This design comes from an exercise in tuning for small area and a short achievable clock period on the open sky130 flow, not from production work. Where RTL was checked, it was by simulation tests only, not by an equivalence proof against the original.

== v1 ==
==> flow/design.v <==
module mdu_ctrl (
  input  logic        clk,
  input  logic        reset,
  input  logic [3:0]  op,
  input  logic        valid,
  input  logic        flush,
  input  logic [31:0] A,
  input  logic [31:0] B,
  output logic        start,
  output logic        busy,
  output logic [31:0] out,
  output logic [31:0] HI,
  output logic [31:0] LO
);
  localparam int W = 35;
  logic        busy_q;
  logic [3:0]  cnt_q;       
  logic        md_q;        
  logic        sg_q;        
  logic        nr_q;        
  logic        qp_q;        
  logic [31:0] hi_q, lo_q;
  logic [31:0] m_q;         
  logic [35:0] q_q;         
  logic [W-1:0] r_q;        
  wire is_mul = (op == 4'd1) | (op == 4'd2);
  wire is_div = (op == 4'd3) | (op == 4'd4);
  wire is_sg  = (op == 4'd1) | (op == 4'd3);
  wire accept = valid & ~flush & ~busy_q;
  assign start = accept & (is_mul | is_div);
  assign busy  = busy_q;
  assign HI    = hi_q;
  assign LO    = lo_q;
  always_comb begin
    out = 32'd0;
    if (op == 4'd7)      out = hi_q;
    else if (op == 4'd8) out = lo_q;
  end
  wire first = (cnt_q == 4'd0);
  wire c4    = (cnt_q == 4'd4);
  wire c9    = (cnt_q == 4'd9);
  wire mfix  = ~md_q & c4;                 
  wire dfix  =  md_q & c9;                 
  wire last  = md_q ? c9 : c4;
  wire dstep =  md_q & ~c9;
  wire sd    = sg_q & m_q[31];             
  wire nq    = md_q & (sd ^ nr_q);         
  wire dz    = (m_q == 32'd0);
  wire [W-1:0] mx = {{(W-32){sd}}, m_q};
  logic       tsel [4];
  logic       r0u, r0l;
  logic       one [4], two [4], bneg [4];
  logic       dbit [4];
  logic       inv0;
  logic [W-1:0] s [4];
  always_comb begin
    for (int i = 0; i < 4; i++) begin
      one[i] = 1'b0; two[i] = 1'b0; bneg[i] = 1'b0; dbit[i] = 1'b0;
      tsel[i] = 1'b0;
    end
    r0u = 1'b0; r0l = 1'b0; inv0 = 1'b0;
    if (~md_q) begin
      if (~c4) begin
        for (int i = 0; i < 4; i++) begin
          logic x0, x1, x2;
          x0 = (i == 0) ? qp_q : q_q[2*i-1];
          x1 = q_q[2*i];
          x2 = q_q[2*i+1];
          one[i]  = x1 ^ x0;
          two[i]  = (x2 & ~x1 & ~x0) | (~x2 & x1 & x0);
          bneg[i] = x2;
          tsel[i] = 1'b1;
        end
        tsel[0] = ~first;
      end else begin
        tsel[0] = 1'b1; one[0] = ~sg_q & qp_q;
        tsel[3] = 1'b1;
      end
    end else begin
      if (~c9) begin
        for (int i = 0; i < 4; i++) begin
          dbit[i] = q_q[35-i];
          one[i]  = 1'b1;
        end
        r0l = ~first;
      end else begin
        r0u = 1'b1; inv0 = nr_q;
        two[1] = r_q[32]; bneg[1] = r_q[32] & (sd ^ nr_q);
        tsel[3] = 1'b1;
      end
    end
  end
  logic sprev [4];
  assign sprev[0] = first ? 1'b0 : r_q[32];
  assign sprev[1] = s[0][32];
  assign sprev[2] = s[1][32];
  assign sprev[3] = s[2][32];
  genvar gi, gj;
  generate
    for (gi = 0; gi < 4; gi++) begin : g_row
      logic [W-1:0] prev, ain, xv;
      logic [W:0]   cy;
      logic         neg, ivt;
      if (gi == 0) begin : g_p0
        assign prev = r_q;
      end else begin : g_pn
        assign prev = s[gi-1];
      end
      assign neg = dstep ? ~(sprev[gi] ^ sd) : bneg[gi];
      assign ivt = (gi == 0) ? inv0 : 1'b0;
      for (gj = 0; gj < W; gj++) begin : g_bit
        wire t_in = prev[(gj + 2 < W) ? gj + 2 : W-1];
        wire l_in = (gj == 0) ? dbit[gi] : prev[(gj > 0) ? gj-1 : 0];
        wire a0;
        if (gi == 0) begin : g_r0
          assign a0 = r0u ? prev[gj] : tsel[0] ? t_in : (r0l | (gj == 0)) ? l_in : 1'b0;
        end else begin : g_rn
          assign a0 = tsel[gi] ? t_in : l_in;
        end
        assign ain[gj] = a0 ^ ivt;
        if (gj == 0) begin : g_x0
          assign xv[gj] = (one[gi] & mx[gj]) ^ neg;
        end else begin : g_xn
          assign xv[gj] = ((one[gi] & mx[gj]) | (two[gi] & mx[gj-1])) ^ neg;
        end
        assign s[gi][gj]  = ain[gj] ^ xv[gj] ^ cy[gj];
        assign cy[gj+1]   = (ain[gj] & xv[gj]) | (cy[gj] & (ain[gj] ^ xv[gj]));
      end
      assign cy[0] = neg | ivt;
    end
  endgenerate
  wire        a_n    = (op == 4'd3) & A[31];
  wire [31:0] ng_in  = busy_q ? q_q[31:0] : A;
  wire        ng_en  = busy_q ? nq : a_n;
  wire [31:0] ng_out = ng_en ? (~ng_in + 32'd1) : ng_in;
  wire [31:0] a_abs  = ng_out;
  wire [31:0] res_lo = ng_out;
  always_ff @(posedge clk) begin
    r_q <= s[3];
    if (~busy_q) begin
      cnt_q <= 4'd0;
      md_q  <= is_div;
      sg_q  <= is_sg;
      nr_q  <= a_n;
      qp_q  <= 1'b0;
      m_q   <= B;
      q_q   <= {4'd0, a_abs};
    end else begin
      cnt_q <= cnt_q + 4'd1;
      qp_q  <= q_q[7];
      q_q[35:32] <= q_q[31:28];
      if (~md_q)
        q_q[31:0] <= {s[3][1:0], s[2][1:0], s[1][1:0], s[0][1:0], q_q[31:8]};
      else
        q_q[31:0] <= {q_q[27:0], ~s[0][32], ~s[1][32], ~s[2][32], ~s[3][32]};
    end
  end
  wire wr_hi  = accept & (op == 4'd5);
  wire wr_lo  = accept & (op == 4'd6);
  wire commit = busy_q & last & ~(md_q & dz);
  wire [31:0] hi_d = ({32{wr_hi}} & A) | ({32{commit}} & s[3][31:0]) | ({32{~wr_hi & ~commit}} & hi_q);
  wire [31:0] lo_d = (wr_lo | commit) ? res_lo : lo_q;
  always_ff @(posedge clk or negedge reset) begin
    if (!reset) begin
      busy_q <= 1'b0;
      hi_q   <= 32'd0;
      lo_q   <= 32'd0;
    end else begin
      busy_q <= busy_q ? ~last : start;
      hi_q   <= hi_d;
      lo_q   <= lo_d;
    end
  end
endmodule
clock: 150.0 ns
lec_check: 0
cap_margin: 20
core_margin: 2
core_utilization: 65
slew_margin: 20
standard.sh (not shown) runs the stock make flow with config.mk's settings and CLKGATE_MAP_FILE= SYNTH_SCRIPT=/design/flow/synth_recipe.tcl, a recipe that flattens the netlist after the stock synthesis.
==> flow/flow/run.sh <==
#!/bin/bash
# The standard ORFS layout, with the smallest buffer on the ports and a clock tree
# without dummy loads.
set -euo pipefail
bash standard.sh \
  BUFFER_PORTS_ARGS="-buffer_cell sky130_fd_sc_hd__buf_1" \
  CTS_ARGS="-sink_clustering_enable -repair_clock_nets -dont_use_dummy_load" \
  finish > standard_flow.log 2>&1
v1 ended with every stage complete and zero timing, DRC or antenna violations.
What v35 does differently from v1 at the input level:
--- a/flow/design.v
+++ b/flow/design.v
@@ -35,15 +35,12 @@
     out = 32'd0;
     if (op == 4'd7)      out = hi_q;
     else if (op == 4'd8) out = lo_q;
   end
-  wire first = (cnt_q == 4'd0);
-  wire c4    = (cnt_q == 4'd4);
-  wire c9    = (cnt_q == 4'd9);
-  wire mfix  = ~md_q & c4;                 
-  wire dfix  =  md_q & c9;                 
-  wire last  = md_q ? c9 : c4;
-  wire dstep =  md_q & ~c9;
+  logic first, mfix, dstep, dfix;
+  wire  c4   = mfix;
+  wire  c9   = dfix;
+  wire  last = mfix | dfix;
   wire sd    = sg_q & m_q[31];             
   wire nq    = md_q & (sd ^ nr_q);         
   wire dz    = (m_q == 32'd0);
   wire [W-1:0] mx = {{(W-32){sd}}, m_q};
@@ -135,8 +132,12 @@
   wire [31:0] ng_out = ng_en ? (~ng_in + 32'd1) : ng_in;
   wire [31:0] a_abs  = ng_out;
   wire [31:0] res_lo = ng_out;
   always_ff @(posedge clk) begin
+    first <= ~busy_q;
+    mfix  <= busy_q ? (~md_q & (cnt_q == 4'd3)) : 1'b0;
+    dfix  <= busy_q ? ( md_q & (cnt_q == 4'd8)) : 1'b0;
+    dstep <= busy_q ? ( md_q & (cnt_q != 4'd8) & (cnt_q != 4'd9)) : is_div;
     r_q <= s[3];
     if (~busy_q) begin
       cnt_q <= 4'd0;
       md_q  <= is_div;
- Summary of v35 over v1: synthesized cell count rose about 1.4%; clock sink total increased by 2.3% relative to the old numbers.
- ~same achievable clock frequency in v1 and v35
- Going from v1 to v35, area taken by flip-flops and latches now larger, summed area of non-filler cells in the final layout went up about 1.3%, vertical die dimension went up by 0.81 um, number of tap instances roughly the same.
- Between v35 and v1, the area share of buffers outside the clock network does not differ in any meaningful way.
The RTL of v35 was laid out without a check of its function.

-- afterwards: timing with drivers on the ports --
The flow's constraints put no driver on any port. The routed layouts listed below were extracted and timed again, unchanged, in two steps.
Step 1 (the two cells are an assumption about what drives the block):
set clk [get_ports {clk}]
set_driving_cell -lib_cell sky130_fd_sc_hd__clkbuf_16 $clk
set_driving_cell -lib_cell sky130_fd_sc_hd__buf_2 [delete_from_list [all_inputs] $clk]
Step 2, shift: input delay + t, output delay - t, t = (earliest + latest rising clock arrival at the registers) / 2. This alone moves slack from input paths to output paths.
a / b / c = ideal ports / drivers / drivers and shift; a / b = the first two.
run	t (ns)	setup WS [ns]	worst setup path at the end	worst slew at a driven data input, ns
v1	0.482	88.742 / 88.713 / 88.713	input to output	0.05
v35	0.485	88.653 / 88.599 / 88.599	input to output	0.07
After both steps every run listed still meets setup and hold. The setup slack of v35, which loses most, moves by -0.054 ns with the drivers and by -0.054 ns with both steps.
